Context: an optimization exercise on an open-source flow, tuned for small area. The choices shown serve that exercise and are no tape-out recipe.
In this exercise RTL edits were held to simulation tests only and were not proved equivalent to the original.
Power is estimated from default activity; no workload was simulated.

## flow/run.sh

```bash
#!/bin/bash
# synth_recipe.tcl (not shown) runs the flow's synth.tcl, then flattens the netlist and writes it again
# the make line also repeats each setting of config.mk as NAME=value (left out here)
make -C /OpenROAD-flow-scripts/flow DESIGN_CONFIG=/design/flow/config.mk WORK_HOME=/design/flow/orfs CLKGATE_MAP_FILE= SYNTH_SCRIPT=/design/flow/synth_recipe.tcl finish
```

## flow/config.mk

```make
export PLATFORM = sky130hd
export DESIGN_NAME = dmem_sync
export DESIGN_NICKNAME = dmem_sync
export VERILOG_FILES = /design/flow/design.v
export SDC_FILE = /design/flow/constraint.sdc
export NUM_CORES = 4
export LEC_CHECK = 0
export CAP_MARGIN = 20
export CORE_MARGIN = 2
export CORE_UTILIZATION = 40
export SLEW_MARGIN = 20
export SYNTH_HIERARCHICAL = 1
export SYNTH_MINIMUM_KEEP_SIZE = 0
```

## flow/constraint.sdc

```tcl
create_clock -name core_clock -period 6.0 [get_ports {clk}]
set_input_delay 1.2000 -clock core_clock [delete_from_list [all_inputs] [get_ports {clk}]]
set_output_delay 1.2000 -clock core_clock [all_outputs]
set_load 0.01 [all_outputs]
```

## flow/design.v

```verilog
package dmem_pkg;
   typedef enum logic {
      CLEAR = 1'b0,
      RUN   = 1'b1
   } dmem_state_e;
   localparam int DMEM_DW = 16;
   localparam int DMEM_AW = 8;
endpackage
module dmem_array #(
   parameter int DW    = 8,
   parameter int DEPTH = 256
) (
   input  logic             clk,
   input  logic [DEPTH-1:0] wr_i,
   input  logic [DEPTH-1:0] wr_n_i,
   input  logic [DW-1:0]    col_i,
   input  logic [DEPTH-1:0] rsel_i,
   output logic [DW-1:0]    rraw_o
);
   localparam int NLEAF = (DEPTH + 2) / 3;
   localparam int DPAD  = NLEAF * 3;
   logic [DEPTH*DW-1:0] st_q;
   logic [DEPTH*DW-1:0] st_d;
   logic [DPAD-1:0]     rsel_pad;
   logic [DPAD*DW-1:0]  st_pad;
   for (genvar w = 0; w < DEPTH; w++) begin : g_row
      for (genvar b = 0; b < DW; b++) begin : g_bit
         dmem_hold u_hold (
            .q_i    (st_q[w*DW+b]),
            .wr_i   (wr_i[w]),
            .wr_n_i (wr_n_i[w]),
            .col_i  (col_i[b]),
            .d_o    (st_d[w*DW+b])
         );
      end
   end
   always_ff @(posedge clk) begin
      st_q <= st_d;
   end
   assign rsel_pad = DPAD'(rsel_i);
   assign st_pad   = (DPAD*DW)'(st_q);
   for (genvar b = 0; b < DW; b++) begin : g_rcol
      logic [NLEAF-1:0] leaf_n;
      for (genvar l = 0; l < NLEAF; l++) begin : g_leaf
         dmem_rd3 u_rd3 (
            .d0_i  (st_pad[(3*l+0)*DW+b]),
            .d1_i  (st_pad[(3*l+1)*DW+b]),
            .d2_i  (st_pad[(3*l+2)*DW+b]),
            .s0_i  (rsel_pad[3*l+0]),
            .s1_i  (rsel_pad[3*l+1]),
            .s2_i  (rsel_pad[3*l+2]),
            .y_n_o (leaf_n[l])
         );
      end
      assign rraw_o[b] = ~&leaf_n;
   end
endmodule
module dmem_hold (
   input  logic q_i,
   input  logic wr_i,
   input  logic wr_n_i,
   input  logic col_i,
   output logic d_o
);
   assign d_o = ~((q_i | wr_i) & (wr_n_i | col_i));
endmodule
module dmem_rd3 (
   input  logic d0_i,
   input  logic d1_i,
   input  logic d2_i,
   input  logic s0_i,
   input  logic s1_i,
   input  logic s2_i,
   output logic y_n_o
);
   assign y_n_o = ~((d0_i & s0_i) | (d1_i & s1_i) | (d2_i & s2_i));
endmodule
module dmem_sync #(
   parameter int DW    = dmem_pkg::DMEM_DW,
   parameter int AW    = dmem_pkg::DMEM_AW,
   parameter int DEPTH = 200
) (
   input  logic          clk,
   input  logic          rst_n,
   input  logic          req_valid,
   output logic          req_ready,
   input  logic          req_we,
   input  logic [AW-1:0] req_addr,
   input  logic [DW-1:0] req_wdata,
   output logic          rsp_valid,
   output logic [DW-1:0] rsp_rdata,
   output logic          rsp_err,
   output logic          init_done
);
   localparam logic [AW:0] DEPTH_W = (AW + 1)'(DEPTH);
   dmem_pkg::dmem_state_e state_q, state_d;
   logic             accept;
   logic             in_range;
   logic             clearing;
   logic             phase_q;
   logic             rsp_valid_q;
   logic             rsp_err_q;
   logic [DW-1:0]    rdata_q;
   logic [DEPTH-1:0] row_hit;
   logic [DEPTH-1:0] wr;
   logic [DEPTH-1:0] wr_n;
   logic [DW-1:0]    col;
   logic [DW-1:0]    rraw;
   assign req_ready = (state_q == dmem_pkg::RUN);
   assign init_done = (state_q == dmem_pkg::RUN);
   assign accept    = req_valid && req_ready;
   assign in_range  = ({1'b0, req_addr} < DEPTH_W);
   logic [AW-1:0] clr_ptr_q;
   logic          clr_last;
   assign clearing = (state_q == dmem_pkg::CLEAR);
   assign clr_last = ({1'b0, clr_ptr_q} == (DEPTH_W - 1'b1));
   always_ff @(posedge clk or negedge rst_n) begin
      if (!rst_n) begin
         clr_ptr_q <= '0;
      end else if (clearing) begin
         clr_ptr_q <= clr_ptr_q + 1'b1;
      end
   end
   always_comb begin
      state_d = state_q;
      if (clearing && clr_last) begin
         state_d = dmem_pkg::RUN;
      end
   end
   always_ff @(posedge clk or negedge rst_n) begin
      if (!rst_n) begin
         phase_q <= 1'b0;
      end else begin
         phase_q <= ~phase_q;
      end
   end
   for (genvar w = 0; w < DEPTH; w++) begin : g_dec
      assign row_hit[w] = (req_addr == AW'(w));
      assign wr[w]      = clearing | (accept & req_we & row_hit[w]);
      assign wr_n[w]    = ~wr[w];
   end
   assign col = (clearing ? '0 : req_wdata) ^ {DW{phase_q}};
   dmem_array #(
      .DW    (DW),
      .DEPTH (DEPTH)
   ) u_array (
      .clk    (clk),
      .wr_i   (wr),
      .wr_n_i (wr_n),
      .col_i  (col),
      .rsel_i (row_hit),
      .rraw_o (rraw)
   );
   always_ff @(posedge clk or negedge rst_n) begin
      if (!rst_n) begin
         state_q     <= dmem_pkg::CLEAR;
         rsp_valid_q <= 1'b0;
         rsp_err_q   <= 1'b0;
         rdata_q     <= '0;
      end else begin
         state_q     <= state_d;
         rsp_valid_q <= accept && !req_we;
         rsp_err_q   <= accept && !in_range;
         if (accept && !req_we) begin
            rdata_q <= in_range ? (rraw ^ {DW{phase_q}}) : '0;
         end
      end
   end
   assign rsp_valid = rsp_valid_q;
   assign rsp_err   = rsp_err_q;
   assign rsp_rdata = rdata_q;
endmodule
```

==> impl_metrics.yaml, run 1 <==
outcome:
  status: "finished with violations"
  violations: "setup timing"
cts:
  cts-root-buf: "clkbuf_16"
  postCtsHoldBufs: 0
  htreeDepth: 5
  cts_sinks: 3228
  cts_resized: 0
  numCtsBuffers: 344
  postCtsSetupRepairBufs: 0
  clkTransAtPathRegs_ns: 0.06
  cts_tree: "yes"
  clock_latency_ns: 0.98
  clockBufferDepth: 4
routing:
  drc: 0
  drtPass1Iterations: 17
  avgRoutedWirePerCell_um: 32.43
  drt_wl_total_mm: 429.0
  vias_per_cell: 7.298
  first_iter_violations: 18605
  num_vias: 96552
  ant_nets: 0
worst_hold_path:
  hold_start: "u_array.st_q[2150]"
  timing.hold.worst_path_depth: 1
  min_path_type: "register to register"
  hold-path-endpoint: "u_array.st_q[2150]"
timing:
  layout_setup_ws_ns: -0.2291
  maxSlewHeadroom: 0.08917
  fmax_mhz: 160.5
  slew_violations: 0
  fin_crit_sh: 1.038
  setup-violations-final: 4
  post-route-min-period_ns: 6.229
  setup_tns_ns: -0.3782
  rsz0062_at_grt: "no"
  final-hold-violation-count: 0
  whs_ns: 0.4433
  tightest_slew_ns: 1.354
  finClkSkew_ns: 0.08700
power_and_ir_drop:
  leakage_uw: 0.04724
  peakVddDrop_uv: 273.2
  p_total_uw: 44040
  power_density_nw_per_um2: 355.7
floorplan:
  io_pins: 48
  die_h_um: 511.5
  die_area_um2: 261600
  core_area_um2: 256500
  die_x_um: 511.5
  row_count: 186
  start_util: 0.4017
placed_design:
  globalplace.congestion: 0.9602
  port-buffer-count: 47
  dp_hpwl_mm: 263.5
  place_area_um2: 112000
global_route:
  grt_pass1_wl_mm: 616.7
  grt-ovfl-total: 0
  grt_pass1_vias: 89656
  gr-usage-all-layers: 0.3076
  grt_max_degree: 181
  antenna_found_initial: 26
worst_setup_path:
  reg2regPathDepth: 6
  worstSetupStartpoint: "req_addr[2]"
  r2r-end: "u_array.st_q[3018]"
  cp_common_cell: "nand4_1"
  required_ns: 6.89
  rrSetupSlack_ns: 2.12
  endpoint_kind: "register"
  path_class: "input pin to register"
  critical_path_arrival_ns: 7.12
  cp_slowest_cell: "nand4b_1"
  slowest_delay_ns: 0.96
  setup.worst_path.start_class: "input pin"
  r2r-start: "state_q"
  worstPathCellList: "clkdlybuf4s50_1, nand4b_1, nor2_1, a222oi_1, nand4_1, or4_1, nor3_1, nand4_1, xnor2_1, o31ai_1"
  crit_fanout: 16
synth:
  yosysTopAreaCellShare: 0.6219
  synth_cells: 8807
  synth_compound_area_frac: 0.3245
  yosysWarnings: 8
  syn_avg_cell_area_um2: 11.70
  syn_area_um2: 103000
  synthXorXnorAreaFrac: 0.003316
  ys_top_cells_by_area: "dfxtp_1 62%, o22ai_1 19%, a222oi_1 10%"
  ys_seq_area_frac: 0.6287
  yosys.area_share.simple: 0.03604
  synth_area_leader_cell: "dfxtp_1"
  synth_top_family_by_area: "compound AO/OA/AOI/OAI gates"
  synth.mux.area_fraction: 0.0001093
  synth-adder-area-share: 0.0001215
  ys_seq_elements: 3228
  synth_cell_types: 41
final_layout:
  area_growth_pct: 20.19
  layout-drive-gt1-share: 0.1258
  fillers: 22818
  layout_common_cells: "3200 x o22ai_1, 3200 x dfxtp_1, 1072 x a222oi_1, 479 x buf_4, 350 x clkbuf_16"
  finalInstanceArea_um2: 123800
  nNetsFinal: 9604
  final_core_util: 0.4827
run:
  cap_violations: 0
==> metal layers <==
| layer | vias up | routed length (µm) | track usage |
|---|---|---|---|
| met2 | 6525 | 186400 | 0.4527 |
| li1 | 40571 | - | - |
| met5 | - | 134 | 0 |
| met4 | 20 | 28030 | 0.1885 |
| met3 | 1194 | 48070 | 0.07441 |
| met1 | 48242 | 166400 | 0.4064 |
==> critical path: cells and delay by family <==
family / cells / cell delay (ns)
buffers and inverters: 1 / 0.85
AND/OR/NAND/NOR: 6 / 3.92
XOR/XNOR: 1 / 0.21
AO/OA/AOI/OAI: 2 / 0.91
==> report_power, final <==
part,internal (µW),switching (µW)
Combinational,218,495
Sequential,21400,0
Clock,13200,8710
Total,34800,9200
==> sequential cells by signal (all words and copies together), names as in the netlist <==
register,flops
state_q,1
phase_q,1
u_array.st_q,3200
rsp_err_q,1
rdata_q,16
clr_ptr_q,8
rsp_valid_q,1
==> synth_stat cells, drive strengths merged <==
cell and number:
nand4 274, conb 1, xor2 2, nand2b 17, o21ai 200, clkbuf 143, nand3 22, nand3b 1
inv 2, mux2 1, nor2b 4, xnor2 37, buf 36, nor2 205, a222oi 1072, nor4 32
o21a 200, o22ai 3200, nand2 42, or4 17, a31o 1, o31ai 16, o311a 1, ha 1
nand4b 6, dfxtp 3200, nor3 32, dfrtp 28, or4b 4, and4b 2, and3 2, nand4bb 6
==> per-module statistics from Yosys (local to each module, per instance), excerpt <==
| module | copies in the design | cells inside | flops+latches |
|---|---|---|---|
| dmem_sync | 1 | 966 | 28 |
| dmem_hold | 3200 | 1 | 0 |
| dmem_rd3 | 1072 | 1 | 0 |
==> through the flow <==
step                      setup slack [ns]  cells
final                              -0.2291  13230
after global routing                0.1134  13221
after CTS                           0.2903  13218
after detailed placement           -0.7307  12612
after global placement             -0.8284  12603
after floorplan                    -0.1665   8838
==> kinds of logic after synthesis <==
| logic type | count (synthesis) |
|---|---|
| other | 1 |
| adder cells (fa/ha/maj) | 1 |
| multiplexers | 1 |
| buffers and inverters | 181 |
| XOR/XNOR | 39 |
| flip-flops | 3228 |
| AND/OR/NAND/NOR | 666 |
| AO/OA/AOI/OAI | 4690 |
==> cell type report <==
type                            instances  area, µm²  share of cell area
Antenna cell                           11      27.53           0.0002223
Clock buffer                          479       9873             0.07975
Clock inverter                        127       1744             0.01409
Inverter                                2      7.507          0.00006064
Multi-Input combinational cell       5429      38250              0.3090
Sequential cell                      3228      64770              0.5232
Tap cell                             3384       4234             0.03420
Timing Repair Buffer                  570       4896             0.03955
==> worst max path at each step <==
stage	endpoint	slack, ns	cells after the start
3_5_place_dp	rdata_q[1]	-0.73	10
6_report	rdata_q[1]	-0.23	10
5_1_grt	rdata_q[0]	0.11	11
4_1_cts	rdata_q[1]	0.29	10
3_3_place_gp	rdata_q[1]	-0.83	10
2_1_floorplan	u_array.st_q[1004]	-0.17	3
==> inputs of run 2 (changes only) <==
--- a/flow/design.v
+++ b/flow/design.v
@@ -19,8 +19,7 @@
 );
-   localparam int NLEAF = (DEPTH + 2) / 3;
-   localparam int DPAD  = NLEAF * 3;
+   localparam int NLEAF3 = DEPTH / 3;
+   localparam int NREM   = DEPTH % 3;
+   localparam int NLEAF  = NLEAF3 + ((NREM != 0) ? 1 : 0);
    logic [DEPTH*DW-1:0] st_q;
    logic [DEPTH*DW-1:0] st_d;
-   logic [DPAD-1:0]     rsel_pad;
-   logic [DPAD*DW-1:0]  st_pad;
    for (genvar w = 0; w < DEPTH; w++) begin : g_row
@@ -39,16 +38,25 @@
    end
-   assign rsel_pad = DPAD'(rsel_i);
-   assign st_pad   = (DPAD*DW)'(st_q);
    for (genvar b = 0; b < DW; b++) begin : g_rcol
       logic [NLEAF-1:0] leaf_n;
-      for (genvar l = 0; l < NLEAF; l++) begin : g_leaf
+      for (genvar l = 0; l < NLEAF3; l++) begin : g_leaf
          dmem_rd3 u_rd3 (
-            .d0_i  (st_pad[(3*l+0)*DW+b]),
-            .d1_i  (st_pad[(3*l+1)*DW+b]),
-            .d2_i  (st_pad[(3*l+2)*DW+b]),
-            .s0_i  (rsel_pad[3*l+0]),
-            .s1_i  (rsel_pad[3*l+1]),
-            .s2_i  (rsel_pad[3*l+2]),
+            .d0_i  (st_q[(3*l+0)*DW+b]),
+            .d1_i  (st_q[(3*l+1)*DW+b]),
+            .d2_i  (st_q[(3*l+2)*DW+b]),
+            .s0_i  (rsel_i[3*l+0]),
+            .s1_i  (rsel_i[3*l+1]),
+            .s2_i  (rsel_i[3*l+2]),
             .y_n_o (leaf_n[l])
          );
+      end
+      if (NREM == 2) begin : g_rem2
+         dmem_rd2 u_rd2 (
+            .d0_i  (st_q[(3*NLEAF3+0)*DW+b]),
+            .d1_i  (st_q[(3*NLEAF3+1)*DW+b]),
+            .s0_i  (rsel_i[3*NLEAF3+0]),
+            .s1_i  (rsel_i[3*NLEAF3+1]),
+            .y_n_o (leaf_n[NLEAF3])
+         );
+      end else if (NREM == 1) begin : g_rem1
+         assign leaf_n[NLEAF3] = ~(st_q[(3*NLEAF3)*DW+b] & rsel_i[3*NLEAF3]);
       end
@@ -76,2 +84,11 @@
    assign y_n_o = ~((d0_i & s0_i) | (d1_i & s1_i) | (d2_i & s2_i));
+endmodule
+module dmem_rd2 (
+   input  logic d0_i,
+   input  logic d1_i,
+   input  logic s0_i,
+   input  logic s1_i,
+   output logic y_n_o
+);
+   assign y_n_o = ~((d0_i & s0_i) | (d1_i & s1_i));
 endmodule
@@ -103,3 +120,2 @@
    logic [DW-1:0]    rdata_q;
-   logic [DEPTH-1:0] row_hit;
    logic [DEPTH-1:0] wr;
@@ -136,6 +152,39 @@
    end
+   logic        wen;
+   logic [7:0]  pre_a;
+   logic [7:0]  pre_b;
+   logic [63:0] pre_ab_n;
+   logic [3:0]  pre_c;
+   logic [3:0]  pre_cw_n;
+   logic [3:0]  pre_cr_n;
+   logic [DEPTH-1:0] rsel;
+   assign wen = accept && req_we;
+   for (genvar i = 0; i < 8; i++) begin : g_pre_ab
+      assign pre_a[i] = clearing | (req_addr[2:0] == 3'(i));
+      assign pre_b[i] = clearing | (req_addr[5:3] == 3'(i));
+   end
+   for (genvar j = 0; j < 64; j++) begin : g_pre_ab2
+      dmem_nand2 u_ab (
+         .a_i   (pre_a[j % 8]),
+         .b_i   (pre_b[j / 8]),
+         .y_n_o (pre_ab_n[j])
+      );
+   end
+   for (genvar i = 0; i < 4; i++) begin : g_pre_c
+      assign pre_c[i]    = (req_addr[7:6] == 2'(i));
+      assign pre_cr_n[i] = ~pre_c[i];
+      assign pre_cw_n[i] = ~(clearing | (wen & pre_c[i]));
+   end
    for (genvar w = 0; w < DEPTH; w++) begin : g_dec
-      assign row_hit[w] = (req_addr == AW'(w));
-      assign wr[w]      = clearing | (accept & req_we & row_hit[w]);
-      assign wr_n[w]    = ~wr[w];
+      dmem_rowdec u_wdec (
+         .ab_n_i (pre_ab_n[w % 64]),
+         .c_n_i  (pre_cw_n[w / 64]),
+         .r_o    (wr[w]),
+         .r_n_o  (wr_n[w])
+      );
+      dmem_nor2 u_rdec (
+         .a_n_i (pre_ab_n[w % 64]),
+         .b_n_i (pre_cr_n[w / 64]),
+         .y_o   (rsel[w])
+      );
    end
@@ -150,3 +199,3 @@
       .col_i  (col),
-      .rsel_i (row_hit),
+      .rsel_i (rsel),
       .rraw_o (rraw)
@@ -172 +221,37 @@
 endmodule
+module dmem_rowdec (
+   input  logic ab_n_i,
+   input  logic c_n_i,
+   output logic r_o,
+   output logic r_n_o
+);
+   dmem_nor2 u_nor (
+      .a_n_i (ab_n_i),
+      .b_n_i (c_n_i),
+      .y_o   (r_o)
+   );
+   dmem_inv u_inv (
+      .a_i   (r_o),
+      .y_n_o (r_n_o)
+   );
+endmodule
+module dmem_inv (
+   input  logic a_i,
+   output logic y_n_o
+);
+   assign y_n_o = ~a_i;
+endmodule
+module dmem_nor2 (
+   input  logic a_n_i,
+   input  logic b_n_i,
+   output logic y_o
+);
+   assign y_o = ~(a_n_i | b_n_i);
+endmodule
+module dmem_nand2 (
+   input  logic a_i,
+   input  logic b_i,
+   output logic y_n_o
+);
+   assign y_n_o = ~(a_i & b_i);
+endmodule
--- a/flow/config.mk
+++ b/flow/config.mk
@@ -10,2 +10,4 @@
 export CORE_UTILIZATION = 40
+export CTS_CLUSTER_DIAMETER = 100
+export CTS_CLUSTER_SIZE = 30
 export SLEW_MARGIN = 20
==> impl_metrics.yaml, run 2 <==
cts:
  clock_latency_ns: 0.92
  numCtsBuffers: 119
  htreeDepth: 3
  clockBufferDepth: 3
  cts-root-buf: "clkbuf_16"
  postCtsHoldBufs: 0
  clkTransAtPathRegs_ns: 0.12
  cts_resized: 0
  postCtsSetupRepairBufs: 0
  cts_tree: "yes"
  cts_sinks: 3228
final_layout:
  reg.largest.list: "u_array.st_q (3200), rdata_q (16), clr_ptr_q (8)"
  layout_common_cells: "3200 x o22ai_1, 3200 x dfxtp_1, 1056 x a222oi_1, 499 x buf_4, 327 x nor2_1"
  top_register: "u_array.st_q"
  layout-drive-gt1-share: 0.08803
  final_core_util: 0.4541
  area_growth_pct: 12.74
  nNetsFinal: 9415
  largest_reg_flops: 3200
  finalInstanceArea_um2: 114400
global_route:
  gr-usage-all-layers: 0.3007
  antenna_found_initial: 15
  grt-ovfl-total: 0
  grt_pass1_wl_mm: 592.5
  grt_max_degree: 138
  grt_pass1_vias: 85254
synth:
  synth_area_leader_cell: "dfxtp_1"
  synthArstFlopShare: 0.008674
  ys.flop_type: "dfxtp_1"
  ys_seq_elements: 3228
  yosysWarnings: 8
  syn_area_um2: 101400
  syn_avg_cell_area_um2: 11.67
  synth_cells: 8691
  synth-edff-count: 0
  synth_cell_types: 40
  ys_seq_area_frac: 0.6384
  synth.cells.most_frequent: "3200 x dfxtp_1, 3200 x o22ai_1, 1056 x a222oi_1"
  ys_top_cells_by_area: "dfxtp_1 63%, o22ai_1 20%, a222oi_1 10%"
  yosysTopAreaCellShare: 0.6315
floorplan:
  die_h_um: 507.6
  die_area_um2: 257600
  start_util: 0.4028
  io_pins: 48
  die_x_um: 507.6
  core_area_um2: 251900
  row_count: 184
worst_setup_path:
  required_ns: 6.80
  crit_fanout: 16
  critical_path_arrival_ns: 6.43
  setup.worst_path.start_class: "input pin"
  path_class: "input pin to register"
  endpoint_kind: "register"
timing:
  fin_crit_sh: 0.9380
  setup_tns_ns: 0
  post-route-min-period_ns: 5.628
  rsz0062_at_grt: "no"
  maxSlewHeadroom: 0.1390
  layout_setup_ws_ns: 0.3719
  slew_violations: 0
  finClkSkew_ns: 0.07630
  fmax_mhz: 177.7
  tightest_slew_ns: 1.280
  setup-violations-final: 0
  final-hold-violation-count: 0
routing:
  wl_met1_mm: 162.4
  num_vias: 92588
  drc: 0
  avgRoutedWirePerCell_um: 32.18
  first_iter_violations: 18636
  drtPass1Iterations: 15
  ant_nets: 0
  topRoutingLayerUsed: "met5"
  vias_per_cell: 7.257
  wl_met2_mm: 177.4
  wl_met3_mm: 43.41
  drt_wl_total_mm: 410.5
worst_hold_path:
  min_path_type: "register to register"
placed_design:
  dp_slack_ns: -0.4022
  dp_hpwl_mm: 263.3
  place_area_um2: 111000
  port-buffer-count: 47
  globalplace.congestion: 0.9549
power_and_ir_drop:
  p_total_uw: 33350
  power_density_nw_per_um2: 291.6
  leakage_uw: 0.04429
  peakVddDrop_uv: 245.5
outcome:
  status: "finished clean"
run:
  cap_violations: 0
run 2: cell types whose count changed after synthesis, sizes merged, moves of 64 or more:
cell / delta
nand2: +64
nor2: +199
inv: +206
o21a: -199
o21ai: -188
clkbuf: -137
run 2: stage by stage:
stage,instances,hold slack [ns]
global route,12756,0.4600
floorplan,8691,0.4213
detailed placement,12612,0.4365
finish,12759,0.4509
CTS,12753,0.4513
global placement,12599,0.4286
run 2: per-module statistics from Yosys, one instance, submodules excluded, excerpt:
module / times used / cells
dmem_hold: 3200 / 1
dmem_inv: 200 / 1
dmem_nand2: 64 / 1
dmem_nor2: 400 / 1
dmem_rd2: 16 / 1
dmem_rd3: 1056 / 1
dmem_sync: 1 / 187
run 2: logic make-up after synthesis:
logic type | count (synthesis) | synth area share
compound gates | 4307 | 0.3063
xor+xnor | 39 | 0.003367
fa+ha+maj | 1 | 0.0001233
buf+inv | 222 | 0.008486
flops | 3228 | 0.6384
mux | 1 | 0.0001110
simple gates | 893 | 0.04321
run 2: worst paths after layout:
check                                   startpoint                  to  slack (ns)  cells after the start
max in group asynchronous                    rst_n             phase_q        4.64                      1
worst min-delay path            u_array.st_q[2535]  u_array.st_q[2535]        0.45                      1
worst max-delay path                   req_addr[2]          rdata_q[2]        0.37                     11
min in group asynchronous                    rst_n          rdata_q[0]        0.50                      1
worst min register to register  u_array.st_q[2535]  u_array.st_q[2535]        0.45                      1
worst max register to register             state_q          rdata_q[2]        0.85                      9
run 2: critical path, cell delays in order:
cell and delay (ns):
clkdlybuf4s50_1 0.64, inv_1 0.16, o21ai_1 0.41, nand2_1 0.79, nor2_2 0.34, a222oi_1 0.71, nand4_1 0.37, nor4_1 1.10
nand4_1 0.25, xnor2_1 0.21, o31ai_2 0.22
run 2: area by class of cell:
cell class                      count  area, µm²
Fill cell                       23251     137500
Sequential cell                  3228      64770
Multi-Input combinational cell   5241      36400
Timing Repair Buffer              588       4997
Tap cell                         3348       4189
Clock buffer                      130       3040
Inverter                          208      780.7
Clock inverter                     11      172.7
Antenna cell                        5      12.51
run 2: routing by layer:
metal	GRT usage	up-vias
met5	0	-
met4	0.1732	14
met3	0.05668	934
met2	0.4440	5869
met1	0.4108	46571
li1	-	39200
run 2: power breakdown:
group | internal (µW) | switching (µW) | leakage (µW) | total [µW]
sequential | 21400 | 0 | 0.0274 | 21400
combinational | 531 | 1080 | 0.0154 | 1610
clock | 3680 | 6640 | 0.00157 | 10300
total | 25600 | 7720 | 0.0443 | 33300
==> inputs of run 3 (changes only) <==
--- a/flow/design.v
+++ b/flow/design.v
@@ -17,3 +17,3 @@
    input  logic [DEPTH-1:0] rsel_i,
-   output logic [DW-1:0]    rraw_o
+   output logic [DW-1:0]    rraw_n_o
 );
@@ -22,2 +22,6 @@
    localparam int NLEAF  = NLEAF3 + ((NREM != 0) ? 1 : 0);
+   localparam int T1     = (NLEAF + 3) / 4;
+   localparam int T2     = (T1 + 1) / 2;
+   localparam int T3     = (T2 + 2) / 3;
+   localparam int T4     = (T3 + 2) / 3;
    logic [DEPTH*DW-1:0] st_q;
@@ -62,3 +66,23 @@
       end
-      assign rraw_o[b] = ~&leaf_n;
+      logic [T1-1:0] t1;
+      logic [T2-1:0] t2;
+      logic [T3-1:0] t3;
+      logic [T4-1:0] t4;
+      for (genvar g = 0; g < T1; g++) begin : g_t1
+         localparam int N = ((g + 1) * 4 <= NLEAF) ? 4 : (NLEAF - g * 4);
+         dmem_red #(.N(N), .NOR(0)) u_red (.a_i(leaf_n[g*4 +: N]), .y_o(t1[g]));
+      end
+      for (genvar g = 0; g < T2; g++) begin : g_t2
+         localparam int N = ((g + 1) * 2 <= T1) ? 2 : (T1 - g * 2);
+         dmem_red #(.N(N), .NOR(1)) u_red (.a_i(t1[g*2 +: N]), .y_o(t2[g]));
+      end
+      for (genvar g = 0; g < T3; g++) begin : g_t3
+         localparam int N = ((g + 1) * 3 <= T2) ? 3 : (T2 - g * 3);
+         dmem_red #(.N(N), .NOR(0)) u_red (.a_i(t2[g*3 +: N]), .y_o(t3[g]));
+      end
+      for (genvar g = 0; g < T4; g++) begin : g_t4
+         localparam int N = ((g + 1) * 3 <= T3) ? 3 : (T3 - g * 3);
+         dmem_red #(.N(N), .NOR(1)) u_red (.a_i(t3[g*3 +: N]), .y_o(t4[g]));
+      end
+      assign rraw_n_o[b] = t4[0];
    end
@@ -93,2 +117,15 @@
    assign y_n_o = ~((d0_i & s0_i) | (d1_i & s1_i));
+endmodule
+module dmem_red #(
+   parameter int N   = 2,
+   parameter bit NOR = 1'b0
+) (
+   input  logic [N-1:0] a_i,
+   output logic         y_o
+);
+   if (NOR) begin : g_nor
+      assign y_o = ~|a_i;
+   end else begin : g_nand
+      assign y_o = ~&a_i;
+   end
 endmodule
@@ -123,7 +160,19 @@
    logic [DW-1:0]    col;
-   logic [DW-1:0]    rraw;
+   logic [DW-1:0]    rraw_n;
+   logic             rphase_q;
+   logic [AW-1:0] addr, addr_n;
+   logic          valid, valid_n;
+   logic          we, we_n;
+   for (genvar i = 0; i < AW; i++) begin : g_addr_buf
+      dmem_inv u_inv0 (.a_i(req_addr[i]), .y_n_o(addr_n[i]));
+      dmem_inv u_inv1 (.a_i(addr_n[i]),   .y_n_o(addr[i]));
+   end
+   dmem_inv u_valid_inv0 (.a_i(req_valid), .y_n_o(valid_n));
+   dmem_inv u_valid_inv1 (.a_i(valid_n),   .y_n_o(valid));
+   dmem_inv u_we_inv0    (.a_i(req_we),    .y_n_o(we_n));
+   dmem_inv u_we_inv1    (.a_i(we_n),      .y_n_o(we));
    assign req_ready = (state_q == dmem_pkg::RUN);
    assign init_done = (state_q == dmem_pkg::RUN);
-   assign accept    = req_valid && req_ready;
-   assign in_range  = ({1'b0, req_addr} < DEPTH_W);
+   assign accept    = valid && req_ready;
+   assign in_range  = ({1'b0, addr} < DEPTH_W);
    logic [AW-1:0] clr_ptr_q;
@@ -160,6 +209,6 @@
    logic [DEPTH-1:0] rsel;
-   assign wen = accept && req_we;
+   assign wen = accept && we;
    for (genvar i = 0; i < 8; i++) begin : g_pre_ab
-      assign pre_a[i] = clearing | (req_addr[2:0] == 3'(i));
-      assign pre_b[i] = clearing | (req_addr[5:3] == 3'(i));
+      assign pre_a[i] = clearing | (addr[2:0] == 3'(i));
+      assign pre_b[i] = clearing | (addr[5:3] == 3'(i));
    end
@@ -173,3 +222,3 @@
    for (genvar i = 0; i < 4; i++) begin : g_pre_c
-      assign pre_c[i]    = (req_addr[7:6] == 2'(i));
+      assign pre_c[i]    = (addr[7:6] == 2'(i));
       assign pre_cr_n[i] = ~pre_c[i];
@@ -200,3 +249,3 @@
       .rsel_i (rsel),
-      .rraw_o (rraw)
+      .rraw_n_o (rraw_n)
    );
@@ -208,8 +257,10 @@
          rdata_q     <= '0;
+         rphase_q    <= 1'b0;
       end else begin
          state_q     <= state_d;
-         rsp_valid_q <= accept && !req_we;
+         rsp_valid_q <= accept && !we;
          rsp_err_q   <= accept && !in_range;
-         if (accept && !req_we) begin
-            rdata_q <= in_range ? (rraw ^ {DW{phase_q}}) : '0;
+         if (accept && !we) begin
+            rdata_q  <= ~rraw_n;
+            rphase_q <= in_range & phase_q;
          end
@@ -219,3 +270,3 @@
    assign rsp_err   = rsp_err_q;
-   assign rsp_rdata = rdata_q;
+   assign rsp_rdata = rdata_q ^ {DW{rphase_q}};
 endmodule
==> impl_metrics.yaml, run 3 <==
outcome:
  status: "finished clean"
routing:
  drc: 0
  num_vias: 92915
  avgRoutedWirePerCell_um: 31.44
  drt_wl_total_mm: 404.4
  vias_per_cell: 7.223
  first_iter_violations: 18948
  drtPass1Iterations: 15
  ant_nets: 0
synth:
  syn_area_um2: 101900
  synth.cells.most_frequent: "3200 x dfxtp_1, 3200 x o22ai_1, 1056 x a222oi_1"
  ys_top_cells_by_area: "dfxtp_1 63%, o22ai_1 20%, a222oi_1 10%"
  ys_seq_elements: 3229
  synth_area_leader_cell: "dfxtp_1"
  synth_cells: 8840
  synth_cell_types: 30
  ys.flop_type: "dfxtp_1"
  synthArstFlopShare: 0.008981
  yosysWarnings: 8
  yosysTopAreaCellShare: 0.6287
  ys_seq_area_frac: 0.6359
  syn_avg_cell_area_um2: 11.53
  synth-edff-count: 0
placed_design:
  post-place-cells: 12716
  globalplace.congestion: 0.9527
  port-buffer-count: 47
  dp_slack_ns: -0.07592
  dp_hpwl_mm: 258.0
final_layout:
  nNetsFinal: 9502
  layout_common_cells: "3200 x o22ai_1, 3200 x dfxtp_1, 1056 x a222oi_1, 453 x buf_4, 428 x nor2_1"
  seq_area_um2: 64790
  multi_input_area_um2: 36570
  instances_no_fill: 12863
  layout-drive-gt1-share: 0.08396
  largest_reg_flops: 3200
  reg.largest.list: "u_array.st_q (3200), rdata_q (16), clr_ptr_q (8)"
  fillers: 23545
  area_growth_pct: 12.27
  top_register: "u_array.st_q"
timing:
  post-route-min-period_ns: 5.458
  slew_violations: 0
  setup-violations-final: 0
  fin_crit_sh: 0.9096
  layout_setup_ws_ns: 0.5422
  rsz0062_at_grt: "no"
  finClkSkew_ns: 0.07531
  final-hold-violation-count: 0
  fmax_mhz: 183.2
  tightest_slew_ns: 1.333
  maxSlewHeadroom: 0.1115
power_and_ir_drop:
  leakage_uw: 0.04448
  peakVddDrop_uv: 335.5
  power_density_nw_per_um2: 291.4
worst_setup_path:
  crit_fanout: 12
  path_class: "input pin to register"
  required_ns: 6.78
  endpoint_kind: "register"
  critical_path_arrival_ns: 6.23
  setup.worst_path.start_class: "input pin"
cts:
  cts-root-buf: "clkbuf_16"
  htreeDepth: 3
  clock_latency_ns: 0.87
  cts_resized: 0
  clkTransAtPathRegs_ns: 0.11
  postCtsHoldBufs: 0
  cts_tree: "yes"
  postCtsSetupRepairBufs: 0
  cts_sinks: 3229
  numCtsBuffers: 118
  clockBufferDepth: 3
run:
  cap_violations: 0
global_route:
  gr-usage-all-layers: 0.2943
  grt_pass1_vias: 85186
  grt-ovfl-total: 0
  antenna_found_initial: 11
  grt_pass1_wl_mm: 584.9
  grt_max_degree: 144
floorplan:
  die_x_um: 508.7
  io_pins: 48
  die_h_um: 508.7
  start_util: 0.4016
  core_area_um2: 253700
  row_count: 185
  die_area_um2: 258800
worst_hold_path:
  min_path_type: "register to register"
run 3: cell types whose count changed in the layout (fill, tap and decap cells not counted), sizes merged, moves of 17 or more:
cell,change
nand3,+48
nor4,-32
buf,-47
inv,+33
nor2,+128
o21ai,+17
run 3: metrics by stage:
step | area, µm² | hold slack [ns] | setup TNS (ns) | power (µW) | utilization
after floorplan | 102100 | 0.4213 | -206.76 | 22670 | -
after global placement | 110700 | 0.4284 | -1.575 | 23390 | 0.4365
after detailed placement | 111000 | 0.4363 | -0.1947 | 23390 | 0.4375
after CTS | 114200 | 0.4524 | 0 | 33350 | 0.4503
after global routing | 114400 | 0.4583 | 0 | 34160 | 0.4509
final | 114400 | 0.4495 | 0 | 33330 | 0.4509
run 3: logic make-up after synthesis:
| kind of cell | synth area share |
|---|---|
| DFF | 0.6359 |
| muxes | 0.0001105 |
| adders and majority gates | 0.0001228 |
| AOI/OAI and AO/OA | 0.3044 |
| buffers and inverters | 0.01101 |
| and+or+nand+nor | 0.04517 |
| xor gates and xnor gates | 0.003352 |
run 3: final timing paths:
kind	to	cells after the start	start	slack (ns)
max in group asynchronous	rdata_q[13]	2	rst_n	4.87
max reg2reg	rdata_q[13]	10	state_q	0.66
max	rdata_q[8]	14	req_addr[3]	0.54
min reg2reg	u_array.st_q[3130]	1	u_array.st_q[3130]	0.45
min	u_array.st_q[3130]	1	u_array.st_q[3130]	0.45
min in group asynchronous	rphase_q	2	rst_n	0.75
run 3: cell type report:
| cell class | count | share of cell area |
|---|---|---|
| repair buffers | 542 | 0.04066 |
| clock buffers | 128 | 0.02678 |
| clock inverters | 12 | 0.001597 |
| well taps | 3366 | 0.03682 |
| flip-flops and latches | 3229 | 0.5664 |
| multi-input cells | 5339 | 0.3197 |
| inverters | 243 | 0.007974 |
| diodes | 4 | 0.00008750 |
run 3: layer usage:
metal  up-vias  global-route usage  wire length, µm
li1      39398                   -                -
met1     46830              0.4070           163300
met2      5808              0.4376           175500
met3       877             0.05220            41370
met4         2              0.1541            24260
met5         -                   0               13
run 3: power by group:
| part | switching (µW) | internal, µW | total [µW] |
|---|---|---|---|
| clock | 6570 | 3780 | 10300 |
| sequential | 0 | 21400 | 21400 |
| combinational | 1040 | 513 | 1560 |
| total | 7610 | 25700 | 33300 |
run 3: critical path, stage by stage:
cell             delay (ns)
clkdlybuf4s50_1        0.40
inv_1                  0.20
inv_1                  0.17
o21ai_0                0.84
nand2_1                0.68
buf_4                  0.37
nor2_1                 0.77
buf_4                  0.28
a222oi_1               0.14
nand4_1                0.36
nor2_1                 0.26
nand3_1                0.30
nor3_2                 0.07
o21ai_0                0.17
run 3: modules after synthesis (local to each module, per instance), excerpt:
module / flops+latches / cell area (µm²) / cells inside / times used
dmem_inv: 0 / 3.754 / 1 / 220
dmem_rd3: 0 / 10.01 / 1 / 1056
dmem_rd2: 0 / 12.51 / 1 / 16
dmem_sync: 29 / 1729 / 188 / 1
dmem_hold: 0 / 6.256 / 1 / 3200
dmem_nor2: 0 / 3.754 / 1 / 400
dmem_nand2: 0 / 3.754 / 1 / 64
==> inputs of run 4 (changes only) <==
--- a/flow/design.v
+++ b/flow/design.v
@@ -202,8 +202,7 @@
    logic        wen;
-   logic [7:0]  pre_a;
-   logic [7:0]  pre_b;
-   logic [63:0] pre_ab_n;
-   logic [3:0]  pre_c;
-   logic [3:0]  pre_cw_n;
-   logic [3:0]  pre_cr_n;
+   logic [7:0]  pre_a_n;
+   logic [7:0]  pre_b_n;
+   logic [63:0] pre_ab;
+   logic [3:0]  pre_cr;
+   logic [3:0]  pre_cw;
    logic [DEPTH-1:0] rsel;
@@ -211,10 +210,10 @@
    for (genvar i = 0; i < 8; i++) begin : g_pre_ab
-      assign pre_a[i] = clearing | (addr[2:0] == 3'(i));
-      assign pre_b[i] = clearing | (addr[5:3] == 3'(i));
+      assign pre_a_n[i] = ~(clearing | (addr[2:0] == 3'(i)));
+      assign pre_b_n[i] = ~(clearing | (addr[5:3] == 3'(i)));
    end
    for (genvar j = 0; j < 64; j++) begin : g_pre_ab2
-      dmem_nand2 u_ab (
-         .a_i   (pre_a[j % 8]),
-         .b_i   (pre_b[j / 8]),
-         .y_n_o (pre_ab_n[j])
+      dmem_nor2 u_ab (
+         .a_n_i (pre_a_n[j % 8]),
+         .b_n_i (pre_b_n[j / 8]),
+         .y_o   (pre_ab[j])
       );
@@ -222,5 +221,4 @@
    for (genvar i = 0; i < 4; i++) begin : g_pre_c
-      assign pre_c[i]    = (addr[7:6] == 2'(i));
-      assign pre_cr_n[i] = ~pre_c[i];
-      assign pre_cw_n[i] = ~(clearing | (wen & pre_c[i]));
+      assign pre_cr[i] = (addr[7:6] == 2'(i));
+      assign pre_cw[i] = clearing | (wen & pre_cr[i]);
    end
@@ -228,11 +226,11 @@
       dmem_rowdec u_wdec (
-         .ab_n_i (pre_ab_n[w % 64]),
-         .c_n_i  (pre_cw_n[w / 64]),
-         .r_o    (wr[w]),
-         .r_n_o  (wr_n[w])
+         .ab_i  (pre_ab[w % 64]),
+         .c_i   (pre_cw[w / 64]),
+         .r_o   (wr[w]),
+         .r_n_o (wr_n[w])
       );
-      dmem_nor2 u_rdec (
-         .a_n_i (pre_ab_n[w % 64]),
-         .b_n_i (pre_cr_n[w / 64]),
-         .y_o   (rsel[w])
+      dmem_and2 u_rdec (
+         .a_i (pre_ab[w % 64]),
+         .b_i (pre_cr[w / 64]),
+         .y_o (rsel[w])
       );
@@ -273,4 +271,4 @@
 module dmem_rowdec (
-   input  logic ab_n_i,
-   input  logic c_n_i,
+   input  logic ab_i,
+   input  logic c_i,
    output logic r_o,
@@ -278,10 +276,10 @@
 );
-   dmem_nor2 u_nor (
-      .a_n_i (ab_n_i),
-      .b_n_i (c_n_i),
-      .y_o   (r_o)
+   dmem_nand2 u_nand (
+      .a_i   (ab_i),
+      .b_i   (c_i),
+      .y_n_o (r_n_o)
    );
    dmem_inv u_inv (
-      .a_i   (r_o),
-      .y_n_o (r_n_o)
+      .a_i   (r_n_o),
+      .y_n_o (r_o)
    );
@@ -308 +306,8 @@
 endmodule
+module dmem_and2 (
+   input  logic a_i,
+   input  logic b_i,
+   output logic y_o
+);
+   assign y_o = a_i & b_i;
+endmodule
--- a/flow/config.mk
+++ b/flow/config.mk
@@ -7,3 +7,3 @@
 export LEC_CHECK = 0
-export CAP_MARGIN = 20
+export CAP_MARGIN = 10
 export CORE_MARGIN = 2
@@ -11,4 +11,4 @@
 export CTS_CLUSTER_DIAMETER = 100
-export CTS_CLUSTER_SIZE = 30
-export SLEW_MARGIN = 20
+export CTS_CLUSTER_SIZE = 26
+export SLEW_MARGIN = 10
 export SYNTH_HIERARCHICAL = 1
==> impl_metrics.yaml, run 4 <==
final_layout:
  largest_reg_flops: 3200
  top_register: "u_array.st_q"
  final_core_util: 0.4536
  instances_no_fill: 12885
  reg.largest.list: "u_array.st_q (3200), rdata_q (16), clr_ptr_q (8)"
  area_growth_pct: 12.66
  layout_common_cells: "3200 x o22ai_1, 3200 x dfxtp_1, 1056 x a222oi_1, 445 x buf_4, 257 x nand4_1"
  nNetsFinal: 9512
  layout-drive-gt1-share: 0.07474
  finalInstanceArea_um2: 115300
routing:
  drtPass1Iterations: 17
  wl_met1_mm: 161.9
  ant_nets: 0
  drc: 0
  first_iter_violations: 18984
  topRoutingLayerUsed: "met5"
  avgRoutedWirePerCell_um: 31.88
  drt_wl_total_mm: 410.8
  wl_met2_mm: 177.9
  num_vias: 93213
  vias_per_cell: 7.234
  wl_met3_mm: 44.87
synth:
  synth_cells: 8836
  ys.flop_type: "dfxtp_1"
  synth_area_leader_cell: "dfxtp_1"
  synth_compound_area_frac: 0.3032
  synth.cells.most_frequent: "3200 x dfxtp_1, 3200 x o22ai_1, 1056 x a222oi_1"
  yosysWarnings: 8
  synth_cell_types: 32
  ys_top_cells_by_area: "dfxtp_1 63%, o22ai_1 20%, a222oi_1 10%"
  syn_avg_cell_area_um2: 11.58
  ys_seq_area_frac: 0.6331
  synth.mux.area_fraction: 0.0001100
  syn_area_um2: 102300
  synth-adder-area-share: 0.0001223
  synth-edff-count: 0
  ys_seq_elements: 3229
  yosysTopAreaCellShare: 0.6260
  yosys.area_share.simple: 0.04924
  synthXorXnorAreaFrac: 0.003338
  synthArstFlopShare: 0.008981
  synth_top_family_by_area: "compound AO/OA/AOI/OAI gates"
power_and_ir_drop:
  p_total_uw: 34250
  peakVddDrop_uv: 313.9
  leakage_uw: 0.04386
  power_density_nw_per_um2: 297.0
timing:
  slew_violations: 0
  finClkSkew_ns: 0.04683
  tightest_slew_ns: 1.340
  setup-violations-final: 0
  maxSlewHeadroom: 0.1031
  final-hold-violation-count: 0
  post-route-min-period_ns: 5.788
  rsz0062_at_grt: "no"
  fmax_mhz: 172.8
  fin_crit_sh: 0.9646
placed_design:
  globalplace.congestion: 0.9675
  post-place-cells: 12705
  dp_hpwl_mm: 265.7
  place_area_um2: 111400
  port-buffer-count: 47
cts:
  cts-root-buf: "clkbuf_16"
  numCtsBuffers: 142
  cts_resized: 0
  htreeDepth: 4
  cts_sinks: 3229
  postCtsSetupRepairBufs: 0
  clockBufferDepth: 3
  cts_tree: "yes"
  postCtsHoldBufs: 0
  clkTransAtPathRegs_ns: 0.10
  clock_latency_ns: 0.88
global_route:
  gr-usage-all-layers: 0.2985
  grt_pass1_wl_mm: 590.2
  grt_pass1_vias: 85657
  grt-ovfl-total: 0
  antenna_found_initial: 16
  grt_max_degree: 112
worst_setup_path:
  slowest_delay_ns: 1.07
  critical_path_arrival_ns: 6.52
  cp_common_cell: "inv_1"
  cp_slowest_cell: "nor2_1"
  required_ns: 6.74
  crit_fanout: 16
  endpoint_kind: "register"
  path_class: "input pin to register"
  setup.worst_path.start_class: "input pin"
  worstPathCellList: "clkdlybuf4s50_1, inv_1, inv_1, o31a_1, nor2_2, buf_4, and2_1, a222oi_1, nand4_1, nor2_1, nand3_1, nor3_2, o21ai_0"
floorplan:
  die_x_um: 509.8
  start_util: 0.4026
  die_area_um2: 259900
  row_count: 185
  core_area_um2: 254200
  die_h_um: 509.8
  io_pins: 48
worst_hold_path:
  min_path_type: "register to register"
outcome:
  status: "finished clean"
run:
  cap_violations: 0
## run 4: metrics by stage
| stage | TNS (ns) | hold WS [ns] | setup slack [ns] |
|---|---|---|---|
| 6_report | 0 | 0.4488 | 0.2122 |
| 5_1_grt | 0 | 0.4589 | 0.3622 |
| 4_1_cts | 0 | 0.4506 | 0.3354 |
| 3_5_place_dp | -2.550 | 0.4363 | -0.5790 |
| 3_3_place_gp | -3.575 | 0.4283 | -0.7478 |
| 2_1_floorplan | -301.89 | 0.4213 | -0.1509 |
## run 4: worst paths after layout
| path | start | to | slack [ns] | cells past startpoint |
|---|---|---|---|---|
| worst min-delay path | u_array.st_q[894] | u_array.st_q[894] | 0.45 | 1 |
| worst max-delay path | req_addr[1] | rdata_q[4] | 0.21 | 13 |
| worst max register to register | state_q | rdata_q[4] | 0.63 | 11 |
| max in group asynchronous | rst_n | phase_q | 4.67 | 1 |
| worst min register to register | u_array.st_q[894] | u_array.st_q[894] | 0.45 | 1 |
| min in group asynchronous | rst_n | rdata_q[13] | 0.53 | 1 |
## run 4: cell type report
cell class | instances | area [µm²]
clock inverter | 17 | 299.0
clock buffer | 157 | 3620
fill | 23365 | 138900
antenna | 6 | 15.01
inverter | 245 | 919.6
multi-input combinational | 5332 | 36800
tap | 3366 | 4212
sequential | 3229 | 64790
timing repair buffer | 533 | 4634
## run 4: critical path: cells and delay by family
kind	cells	cell delay [ns]
buffers and inverters	4	1.29
AO/OA/AOI/OAI	3	1.31
AND/OR/NAND/NOR	6	2.68
## run 4: Yosys stat by module, one instance, submodules excluded, excerpt
module / flops+latches / cells inside / area (µm²) / copies in the design
dmem_hold: 0 / 1 / 6.256 / 3200
dmem_inv: 0 / 1 / 3.754 / 220
dmem_nand2: 0 / 1 / 3.754 / 200
dmem_rd3: 0 / 1 / 10.01 / 1056
dmem_sync: 29 / 184 / 1668 / 1
dmem_rd2: 0 / 1 / 12.51 / 16
dmem_and2: 0 / 1 / 6.256 / 200
dmem_nor2: 0 / 1 / 3.754 / 64
## run 4: logic make-up after synthesis
group,after synthesis
compound gates,4309
fa+ha+maj,1
flops,3229
xor+xnor,39
buf+inv,275
simple gates,982
mux,1
## run 4: power breakdown
part           total [µW]  leakage (µW)  internal [µW]  switching (µW)
clock               11300       0.00190           4410            6880
combinational        1530        0.0146            506            1030
sequential          21400        0.0274          21400               0
## run 4: layer usage
layer / up-vias / global-route usage
li1: 39417 / -
met1: 46740 / 0.4014
met2: 6094 / 0.4466
met3: 954 / 0.06512
met4: 8 / 0.1610
met5: - / 0

==> what the ideal ports hide <==
Ports are ideal in the flow. The routed layouts listed here were re-timed in OpenROAD. Step 1 sets driving cells, clkbuf_16 on the clock port and buf_2 on the other inputs (assumed; they add their load-dependent delay and slew). Step 2 times the ports against the registers' clock, not the clock port: input delays grow and output delays shrink by t, the midpoint of the rising clock arrivals with the driver on. Three values: ideal, step 1, step 2; two values: the first two.
run | t, ns | setup WS [ns] | hold WS [ns]
run 1 | 1.046 | -0.229 / -0.154 / -1.200 | 0.443 / 0.443 / 0.443
run 2 | 0.964 | 0.372 / 0.382 / -0.582 | 0.451 / 0.449 / 0.451
run 3 | 0.928 | 0.542 / 0.526 / -0.402 | 0.449 / 0.449 / 0.449
run 4 | 0.945 | 0.212 / 0.275 / -0.670 | 0.449 / 0.449 / 0.449
With both steps, setup timing fails in run 2, run 3 and run 4, where it was met with ideal ports. The setup slack of run 1, which loses most, moves by +0.075 ns with the drivers and by -0.971 ns with both steps.
